What follows belongs to an exercise in optimizing a design on an open flow for small area, a short achievable clock period and few clock cycles; a production flow would make more cautious choices.
Only simulation tests tie the RTL to the original design; equivalence was not proved.
Power is estimated from default activity; no workload was simulated.

==> flow/design.v <==
package mtfrcb_pkg;
    localparam int TABLE_SIZE  = 256;
    localparam int SYM_W       = 8;
    localparam int RANK_W      = 9;
    localparam int CTX_W       = 9;
    localparam int SIZE_BITS   = 30;
    localparam int CNT_W       = 5;
    localparam int GROUP_LEN   = 16;
    localparam int NUM_GROUPS  = TABLE_SIZE / GROUP_LEN;
    localparam int NODE_W      = 7;
    localparam logic [RANK_W-1:0] MARKER_RANK = 9'd256;
    localparam logic [RANK_W-1:0] CTX_CLAMP   = 9'd3;
    localparam logic [CTX_W-1:0]  CTX_RANK1   = 9'd4;
    localparam logic [CTX_W-1:0]  CTX_GROUP   = 9'd6;
    localparam logic [2:0]        LAST_GROUP  = 3'd7;
    typedef struct packed {
        logic               init;
        logic               shift;
        logic [SYM_W-1:0]   key;
        logic [SYM_W-1:0]   rank;
    } t_cell_ctl;
    typedef struct packed {
        logic                 start;
        logic                 hdr;
        logic [RANK_W-1:0]    rank;
        logic [1:0]           ctx_c;
        logic [SIZE_BITS-1:0] bsize;
    } t_emit_cmd;
    typedef enum logic [2:0] {
        PH_IDLE,
        PH_FLAG0,
        PH_FLAG1,
        PH_GROUP,
        PH_OFFSET,
        PH_SIZE
    } t_phase;
    typedef enum logic [2:0] {
        ST_IDLE,
        ST_LOOK1,
        ST_LOOK2,
        ST_START,
        ST_EMIT
    } t_state;
endpackage
module mtfrcb_cell
(
    input  logic             i_clk,
    input  logic             i_rst_n,
    input  logic [mtfrcb_pkg::SYM_W-1:0] i_pos,
    input  mtfrcb_pkg::t_cell_ctl        i_ctl,
    input  logic [mtfrcb_pkg::SYM_W-1:0] i_prev,
    output logic [mtfrcb_pkg::SYM_W-1:0] o_val,
    output logic             o_match
);
    logic [mtfrcb_pkg::SYM_W-1:0] r_val;
    always_ff @(posedge i_clk) begin
        if (!i_rst_n || i_ctl.init) begin
            r_val <= i_pos;
        end else if (i_ctl.shift && (i_pos <= i_ctl.rank)) begin
            r_val <= i_prev;
        end
    end
    assign o_val   = r_val;
    assign o_match = (r_val == i_ctl.key);
endmodule
module mtfrcb_table
(
    input  logic             i_clk,
    input  logic             i_rst_n,
    input  mtfrcb_pkg::t_cell_ctl        i_ctl,
    output logic [mtfrcb_pkg::SYM_W-1:0] o_rank
);
    logic [mtfrcb_pkg::SYM_W-1:0] w_val [mtfrcb_pkg::TABLE_SIZE];
    logic             w_match [mtfrcb_pkg::TABLE_SIZE];
    logic [mtfrcb_pkg::SYM_W-1:0] r_grp [mtfrcb_pkg::NUM_GROUPS];
    logic [mtfrcb_pkg::SYM_W-1:0] n_grp [mtfrcb_pkg::NUM_GROUPS];
    logic [mtfrcb_pkg::SYM_W-1:0] r_rank;
    logic [mtfrcb_pkg::SYM_W-1:0] n_rank;
    for (genvar k = 0; k < mtfrcb_pkg::TABLE_SIZE; k++) begin : g_cell
        logic [mtfrcb_pkg::SYM_W-1:0] w_prev;
        if (k == 0) begin : g_head
            assign w_prev = i_ctl.key;
        end else begin : g_body
            assign w_prev = w_val[k-1];
        end
        mtfrcb_cell u_cell (
            .i_clk   (i_clk),
            .i_rst_n (i_rst_n),
            .i_pos   (mtfrcb_pkg::SYM_W'(k)),
            .i_ctl   (i_ctl),
            .i_prev  (w_prev),
            .o_val   (w_val[k]),
            .o_match (w_match[k])
        );
    end
    always_comb begin
        for (int j = 0; j < mtfrcb_pkg::NUM_GROUPS; j++) begin
            n_grp[j] = '0;
            for (int i = 0; i < mtfrcb_pkg::GROUP_LEN; i++) begin
                if (w_match[j*mtfrcb_pkg::GROUP_LEN + i]) begin
                    n_grp[j] = n_grp[j] | mtfrcb_pkg::SYM_W'(j*mtfrcb_pkg::GROUP_LEN + i);
                end
            end
        end
        n_rank = '0;
        for (int j = 0; j < mtfrcb_pkg::NUM_GROUPS; j++) begin
            n_rank = n_rank | r_grp[j];
        end
    end
    always_ff @(posedge i_clk) begin
        for (int j = 0; j < mtfrcb_pkg::NUM_GROUPS; j++) begin
            r_grp[j] <= n_grp[j];
        end
        r_rank <= n_rank;
    end
    assign o_rank = r_rank;
endmodule
module mtfrcb_emit
(
    input  logic             i_clk,
    input  logic             i_rst_n,
    input  mtfrcb_pkg::t_emit_cmd        i_cmd,
    output logic             o_busy,
    output logic             o_valid,
    input  logic             i_ready,
    output logic             o_decision_bit,
    output logic [mtfrcb_pkg::CTX_W-1:0] o_context_index,
    output logic             o_raw_bit,
    output logic             o_last_of_item
);
    mtfrcb_pkg::t_phase               r_phase, n_phase;
    logic [mtfrcb_pkg::RANK_W-1:0]    r_rank;
    logic [1:0]           r_ctx_c;
    logic [2:0]           r_g, n_g;
    logic [2:0]           r_bidx, n_bidx;
    logic [mtfrcb_pkg::NODE_W-1:0]    r_node, n_node;
    logic [mtfrcb_pkg::SIZE_BITS-1:0] r_size, n_size;
    logic [mtfrcb_pkg::CNT_W-1:0]     r_cnt, n_cnt;
    logic                 r_ovalid;
    logic                 r_obit, n_obit;
    logic [mtfrcb_pkg::CTX_W-1:0]     r_octx, n_octx;
    logic                 r_oraw, n_oraw;
    logic                 r_olast, n_olast;
    logic                 w_adv;
    logic                 w_in_group;
    logic [mtfrcb_pkg::CTX_W-1:0]     w_gbase;
    logic [mtfrcb_pkg::SYM_W-1:0]     w_rank_lo;
    assign w_adv      = (r_phase != mtfrcb_pkg::PH_IDLE) && (!r_ovalid || i_ready);
    assign w_in_group = ((r_rank >> ({1'b0, r_g} + 4'd1)) == '0);
    assign w_gbase    = mtfrcb_pkg::CTX_GROUP + (mtfrcb_pkg::CTX_W'(1) << r_g);
    assign w_rank_lo  = r_rank[mtfrcb_pkg::SYM_W-1:0];
    always_comb begin
        n_phase = r_phase;
        n_g     = r_g;
        n_bidx  = r_bidx;
        n_node  = r_node;
        n_size  = r_size;
        n_cnt   = r_cnt;
        n_obit  = 1'b0;
        n_octx  = '0;
        n_oraw  = 1'b0;
        n_olast = 1'b0;
        unique case (r_phase)
            mtfrcb_pkg::PH_IDLE: begin
            end
            mtfrcb_pkg::PH_FLAG0: begin
                n_obit  = (r_rank == '0);
                n_octx  = mtfrcb_pkg::CTX_W'(r_ctx_c);
                n_olast = (r_rank == '0);
                n_phase = (r_rank == '0) ? mtfrcb_pkg::PH_IDLE : mtfrcb_pkg::PH_FLAG1;
            end
            mtfrcb_pkg::PH_FLAG1: begin
                n_obit  = (r_rank == mtfrcb_pkg::RANK_W'(1));
                n_octx  = mtfrcb_pkg::CTX_RANK1 + mtfrcb_pkg::CTX_W'(r_ctx_c);
                n_olast = (r_rank == mtfrcb_pkg::RANK_W'(1));
                n_phase = (r_rank == mtfrcb_pkg::RANK_W'(1)) ? mtfrcb_pkg::PH_IDLE : mtfrcb_pkg::PH_GROUP;
                n_g     = 3'd1;
            end
            mtfrcb_pkg::PH_GROUP: begin
                n_obit = w_in_group;
                n_octx = w_gbase;
                if (w_in_group) begin
                    n_phase = mtfrcb_pkg::PH_OFFSET;
                    n_bidx  = r_g - 3'd1;
                    n_node  = mtfrcb_pkg::NODE_W'(1);
                end else if (r_g == mtfrcb_pkg::LAST_GROUP) begin
                    n_olast = 1'b1;
                    n_phase = mtfrcb_pkg::PH_IDLE;
                end else begin
                    n_g = r_g + 3'd1;
                end
            end
            mtfrcb_pkg::PH_OFFSET: begin
                n_obit  = w_rank_lo[r_bidx];
                n_octx  = w_gbase + mtfrcb_pkg::CTX_W'(r_node);
                n_node  = {r_node[mtfrcb_pkg::NODE_W-2:0], w_rank_lo[r_bidx]};
                n_olast = (r_bidx == '0);
                if (r_bidx == '0) begin
                    n_phase = mtfrcb_pkg::PH_IDLE;
                end else begin
                    n_bidx = r_bidx - 3'd1;
                end
            end
            mtfrcb_pkg::PH_SIZE: begin
                n_obit  = r_size[mtfrcb_pkg::SIZE_BITS-1];
                n_oraw  = 1'b1;
                n_size  = {r_size[mtfrcb_pkg::SIZE_BITS-2:0], 1'b0};
                n_olast = (r_cnt == mtfrcb_pkg::CNT_W'(mtfrcb_pkg::SIZE_BITS - 1));
                n_cnt   = r_cnt + mtfrcb_pkg::CNT_W'(1);
                if (r_cnt == mtfrcb_pkg::CNT_W'(mtfrcb_pkg::SIZE_BITS - 1)) begin
                    n_phase = mtfrcb_pkg::PH_IDLE;
                end
            end
            default: begin
                n_phase = mtfrcb_pkg::PH_IDLE;
            end
        endcase
    end
    always_ff @(posedge i_clk) begin
        if (!i_rst_n) begin
            r_phase  <= mtfrcb_pkg::PH_IDLE;
            r_ovalid <= 1'b0;
        end else if (i_cmd.start) begin
            r_phase <= i_cmd.hdr ? mtfrcb_pkg::PH_SIZE : mtfrcb_pkg::PH_FLAG0;
            r_rank  <= i_cmd.rank;
            r_ctx_c <= i_cmd.ctx_c;
            r_size  <= i_cmd.bsize;
            r_cnt   <= '0;
            if (i_ready) begin
                r_ovalid <= 1'b0;
            end
        end else if (w_adv) begin
            r_phase  <= n_phase;
            r_g      <= n_g;
            r_bidx   <= n_bidx;
            r_node   <= n_node;
            r_size   <= n_size;
            r_cnt    <= n_cnt;
            r_ovalid <= 1'b1;
            r_obit   <= n_obit;
            r_octx   <= n_octx;
            r_oraw   <= n_oraw;
            r_olast  <= n_olast;
        end else if (i_ready) begin
            r_ovalid <= 1'b0;
        end
    end
    assign o_busy          = (r_phase != mtfrcb_pkg::PH_IDLE);
    assign o_valid         = r_ovalid;
    assign o_decision_bit  = r_obit;
    assign o_context_index = r_octx;
    assign o_raw_bit       = r_oraw;
    assign o_last_of_item  = r_olast;
endmodule
module mtf_rank_context_binarizer
(
    input  logic                 i_clk,
    input  logic                 i_rst_n,
    input  logic                 i_valid,
    output logic                 o_ready,
    input  logic                 i_op,
    input  logic [mtfrcb_pkg::SYM_W-1:0]     i_symbol,
    input  logic                 i_is_marker,
    input  logic [mtfrcb_pkg::SIZE_BITS-1:0] i_block_size,
    output logic                 o_valid,
    input  logic                 i_ready,
    output logic                 o_decision_bit,
    output logic [mtfrcb_pkg::CTX_W-1:0]     o_context_index,
    output logic                 o_raw_bit,
    output logic                 o_last_of_item
);
    mtfrcb_pkg::t_state               r_state, n_state;
    logic                 r_op;
    logic [mtfrcb_pkg::SYM_W-1:0]     r_sym;
    logic                 r_marker;
    logic [mtfrcb_pkg::SIZE_BITS-1:0] r_bsize;
    logic [mtfrcb_pkg::RANK_W-1:0]    r_prev_rank, n_prev_rank;
    logic                 w_accept;
    logic                 w_busy;
    logic [mtfrcb_pkg::SYM_W-1:0]     w_rank;
    logic [mtfrcb_pkg::RANK_W-1:0]    w_item_rank;
    mtfrcb_pkg::t_cell_ctl            w_ctl;
    mtfrcb_pkg::t_emit_cmd            w_cmd;
    assign w_accept    = i_valid && o_ready;
    assign w_item_rank = r_marker ? mtfrcb_pkg::MARKER_RANK : mtfrcb_pkg::RANK_W'(w_rank);
    always_comb begin
        n_state     = r_state;
        n_prev_rank = r_prev_rank;
        o_ready     = 1'b0;
        w_ctl.init  = 1'b0;
        w_ctl.shift = 1'b0;
        w_ctl.key   = r_sym;
        w_ctl.rank  = w_rank;
        w_cmd.start = 1'b0;
        w_cmd.hdr   = r_op;
        w_cmd.rank  = w_item_rank;
        w_cmd.ctx_c = (r_prev_rank > mtfrcb_pkg::CTX_CLAMP) ? mtfrcb_pkg::CTX_CLAMP[1:0] : r_prev_rank[1:0];
        w_cmd.bsize = r_bsize;
        unique case (r_state)
            mtfrcb_pkg::ST_IDLE: begin
                o_ready = 1'b1;
                if (i_valid) begin
                    if (i_op) begin
                        w_ctl.init  = 1'b1;
                        n_prev_rank = mtfrcb_pkg::CTX_CLAMP;
                        n_state     = mtfrcb_pkg::ST_START;
                    end else begin
                        n_state = mtfrcb_pkg::ST_LOOK1;
                    end
                end
            end
            mtfrcb_pkg::ST_LOOK1: begin
                n_state = mtfrcb_pkg::ST_LOOK2;
            end
            mtfrcb_pkg::ST_LOOK2: begin
                n_state = mtfrcb_pkg::ST_START;
            end
            mtfrcb_pkg::ST_START: begin
                w_cmd.start = 1'b1;
                if (!r_op) begin
                    n_prev_rank = w_item_rank;
                    w_ctl.shift = !r_marker;
                end
                n_state = mtfrcb_pkg::ST_EMIT;
            end
            mtfrcb_pkg::ST_EMIT: begin
                if (!w_busy) begin
                    n_state = mtfrcb_pkg::ST_IDLE;
                end
            end
            default: begin
                n_state = mtfrcb_pkg::ST_IDLE;
            end
        endcase
    end
    always_ff @(posedge i_clk) begin
        if (!i_rst_n) begin
            r_state     <= mtfrcb_pkg::ST_IDLE;
            r_prev_rank <= mtfrcb_pkg::CTX_CLAMP;
        end else begin
            r_state     <= n_state;
            r_prev_rank <= n_prev_rank;
        end
    end
    always_ff @(posedge i_clk) begin
        if (w_accept) begin
            r_op     <= i_op;
            r_sym    <= i_symbol;
            r_marker <= i_is_marker;
            r_bsize  <= i_block_size;
        end
    end
    mtfrcb_table u_table (
        .i_clk   (i_clk),
        .i_rst_n (i_rst_n),
        .i_ctl   (w_ctl),
        .o_rank  (w_rank)
    );
    mtfrcb_emit u_emit (
        .i_clk           (i_clk),
        .i_rst_n         (i_rst_n),
        .i_cmd           (w_cmd),
        .o_busy          (w_busy),
        .o_valid         (o_valid),
        .i_ready         (i_ready),
        .o_decision_bit  (o_decision_bit),
        .o_context_index (o_context_index),
        .o_raw_bit       (o_raw_bit),
        .o_last_of_item  (o_last_of_item)
    );
endmodule
==> flow/run.sh <==
#!/bin/bash
# synth_recipe.tcl (not shown) runs the flow's synth.tcl, then flattens the netlist and writes it again
# the make line also repeats each setting of config.mk as NAME=value (left out here)
make -C /OpenROAD-flow-scripts/flow DESIGN_CONFIG=/design/flow/config.mk WORK_HOME=/design/flow/orfs CLKGATE_MAP_FILE= SYNTH_SCRIPT=/design/flow/synth_recipe.tcl finish
==> flow/config.mk <==
export PLATFORM = sky130hd
export DESIGN_NAME = mtf_rank_context_binarizer
export DESIGN_NICKNAME = mtf_rank_context_binarizer
export VERILOG_FILES = /design/flow/design.v
export SDC_FILE = /design/flow/constraint.sdc
export NUM_CORES = 4
export LEC_CHECK = 0
export CAP_MARGIN = 20
export CORE_MARGIN = 2
export CORE_UTILIZATION = 40
export SLEW_MARGIN = 20
==> flow/constraint.sdc <==
create_clock -name core_clock -period 5.0 [get_ports {i_clk}]
set_input_delay 1.0000 -clock core_clock [delete_from_list [all_inputs] [get_ports {i_clk}]]
set_output_delay 1.0000 -clock core_clock [all_outputs]
set_load 0.01 [all_outputs]
==> results.toml <==
[sta]
layout_min_cycle_time_ps = 3610
setup_violations = 0
skew_ps = 66.1
setup_tns_ps = 0
hold_viol = 0
slew_viol_final = 0
slew_headroom_pct = 20.9
timing.fmax_mhz = 277
rsz0062_at_grt = "false"
fin_crit_sh_pct = 72.3
worstMarginPinSlew_ps = 1180
timing.final.ws_setup_ps = 1390
whs_ps = 436

[flow_run]
cap_violations = 0

[grt]
antenna_found_initial = 8
grt_usage_pct = 23.2
grt_max_degree = 204
grt_pass1_vias = 82300
grt_pass1_wl_mm = 504
grt_overflow_total = 0

[yosys]
yosysMostFrequentCell = "dfxtp_1"
netlist_area_um2 = 108000
synthTopCellsByArea = "dfxtp_1 40%, xnor2_1 13%, mux2i_1 12%, nand2_1 5.8%, nor2_1 3.8%"
yosysSeqAreaShare_pct = 42.9
synth_compound_area_share_pct = 7.02
synthXorXnorAreaFrac_pct = 16.6
synthSimpleGateAreaFrac_pct = 17.8
synthAdderAreaFrac_pct = 0.215
post-synth-top-area-fraction_pct = 39.8
async_flop_share_pct = 0
synth.net_count = 11900
syn_inst = 11800
ys_seq_elements = 2262
synth_commonest_cells = "2151 x dfxtp_1, 1659 x nand2_1, 1601 x xnor2_1"
synth_warnings = 10
avgSynthCellArea_um2 = 9.15
yosysTopAreaCell = "dfxtp_1"
synth_edf_count = 111
synth_cell_types = 112
ys.flop_type = "dfxtp_1"
synth_top_family_by_area = "simple AND/OR/NAND/NOR gates"
yosys-mux-area-fraction_pct = 11.7

[critical_path]
crit_type = "flop to output port"
path_cells = "or3_1 > inv_1 > clkdlybuf4s50_1"
worstPathMaxFanout = 9
worst_ep_arrival_time_ps = 2610
slowest_delay_ps = 590
endpoint_kind = "output port"
cpMaxStageDelayCell = "clkdlybuf4s50_1"
startpoint_type = "flop"
crit_required_ps = 4000

[pwr]
p_leak_nw = 44.3
p_total_mw = 43.4
swShare_pct = 28.6
pwr-share-seq_pct = 43.5
intPower_mw = 31.0
powerDensity_nw_per_um2 = 361
irDropWorstVdd_uv = 322
power_switching_mw = 12.4
pwr-share-comb_pct = 13.6
power_frac_clock_pct = 42.9

[route]
final_antenna_net_count = 0
drtIter0Drc = 7398
drc = 0
viasPerCell = 5.49
drt-wirelength-per-cell_um = 21.4
drt-total-wl_mm = 329
num_vias = 84300
firstDrtPassIters = 8

[clocking]
numCtsBuffers = 238
insertion_delay_ps = 930
cts_resized = 0
htree_levels = 4
cts_root_buf = "clkbuf_16"
tritoncts = "yes"
clk_pin_slew_ps = 70
cts_sinks = 2262
cts_hold_buf = 0
cts_setup_buffers = 0
clockBufferDepth = 4

[place]
io_buffers = 57
gp_congestion = 0.940
hpwl_mm = 226
place_area_um2 = 112000
dp_cells = 14900
pre_cts_ws_ps = 1250

[die]
die-width_um = 524
start_util_pct = 40.3
dieArea_um2 = 274000
die_h_um = 524
io-pin-count = 58
row_count = 190
core-area_um2 = 268000

[outcome]
status = "timing/DRC/antenna clean"

[finish]
fillers = 25500
fin_cells = 15300
nets = 11700
drive_gt1_share_pct = 7.49
finish.utilization_pct = 44.8
area_growth_pct = 11.2
design_area_um2 = 120000

[hold_path]
hold_class = "flop to flop"
-- worst max-delay path, delay by kind of cell (launching register included) --
family	cells	cell delay, ps
DFF	1	400
and+or+nand+nor	1	470
buffers and inverters	2	800
-- area by class of cell --
type                    count  area, um^2  area share, %
diodes                      7        17.5         0.0146
inverters                  20        75.1         0.0625
flip-flops and latches   2262       46400           38.6
clock inverters            87        1110          0.927
repair buffers            308        3210           2.67
multi-input cells        8761       57800           48.1
clock buffers             345        7060           5.88
well taps                3552        4440           3.70
-- cells by family (layout without fill, tap and decap cells) --
group | after synthesis | in the layout
muxes | 1265 | 1265
adders and majority gates | 18 | 18
other | 0 | 7
xor gates and xnor gates | 2053 | 2053
DFF | 2262 | 2262
buffers and inverters | 793 | 760
and+or+nand+nor | 4253 | 4253
AOI/OAI and AO/OA | 1172 | 1172
-- layer usage --
layer  vias up  routed length (um)  global-route usage [%]
li1      39800                   -                       -
met1     41200              147000                    31.3
met2      2691              146000                    36.5
met3       646               21300                    3.73
met4         4               14900                    10.2
met5         -                  27                       0
-- worst paths after layout --
check	cells after the start	to	slack (ps)	startpoint
max	3	o_ready	1390	r_state[0]
min	2	u_table.r_rank[5]	440	u_table.r_grp[2][5]
max reg2reg	7	u_table.g_cell[137].u_cell.r_val[3]	1400	u_table.r_rank[1]
min reg2reg	2	u_table.r_rank[5]	440	u_table.r_grp[2][5]
-- sequential cells by signal, summed over array words and instances, names as in the netlist, 7 cells and up --
| register | count |
|---|---|
| r_prev_rank | 9 |
| r_sym | 8 |
| u_emit.r_size | 30 |
| u_emit.r_octx | 9 |
| u_emit.r_rank | 9 |
| u_table.r_rank | 8 |
| u_emit.r_node | 7 |
| u_table.r_grp | 79 |
| u_table.g_cell.u_cell.r_val | 2048 |
| r_bsize | 30 |
-- placed cells by master, fill, tap and decap left out, types with 12 or more instances in the layout --
cell	netlist	routed
dfxtp_1	2151	2143
nand2_1	1659	1659
xnor2_1	1601	1601
mux2i_1	1261	1261
nor2_1	1099	1096
nand3_1	569	568
xor2_1	452	452
nand4_1	437	437
a21oi_1	434	434
o21ai_0	351	351
clkbuf_16	0	243
buf_4	99	191
nor4_1	173	171
nor3_1	152	151
edfxtp_1	111	111
clkbuf_8	0	60
clkdlybuf4s50_1	0	57
buf_12	0	57
o22ai_1	48	48
clkinv_2	0	44
clkbuf_1	234	42
a211oi_1	40	38
o21ai_2	35	36
a21oi_2	31	31
o21ai_1	31	29
bufinv_16	0	23
o21ai_4	20	21
nor2b_1	19	19
inv_1	17	17
and2_1	18	17
ha_1	17	17
a22oi_1	15	15
o21a_1	13	13
o211ai_1	12	12
a21o_1	12	12
a21oi_4	12	12
o22ai_2	12	12
-- power by group through the flow --
stage                     logic [mW]  registers, mW  clock network [mW]
final                           5.89           18.9                18.6
after CTS                       5.76           18.8                18.9
after floorplan                 4.00           18.8                   0
after detailed placement        5.73           19.2                   0
after global routing            6.12           18.9                19.6
after global placement          5.69           19.2                   0
Testbench counts, summed over its fixed seeds: cycles 111,988.

[re-timing with driven ports]
In the flow no input, the clock included, has a driving cell. The finished layout below was timed again as built, in two steps. Step 1 sets driving cells, clkbuf_16 on the clock port and buf_2 on the other inputs (assumed; they add their load-dependent delay and slew). Step 2 adds t to the input delays and takes it off the output delays; t is the mean of the earliest and latest rising clock arrival at the registers after step 1. Input paths then give back, and output paths get back, about the clock's delay inside the block. Slacks: ideal / step 1 / step 2; pairs: ideal / step 1.
t (ns): 1.004
setup slack, ns: 1.386 / 1.284 / 1.159
hold slack, ns: 0.436 / 0.436 / 0.436
After both steps this run still meets setup and hold. For this run, drivers alone change the setup slack by -0.102 ns; drivers and shift together by -0.227 ns.
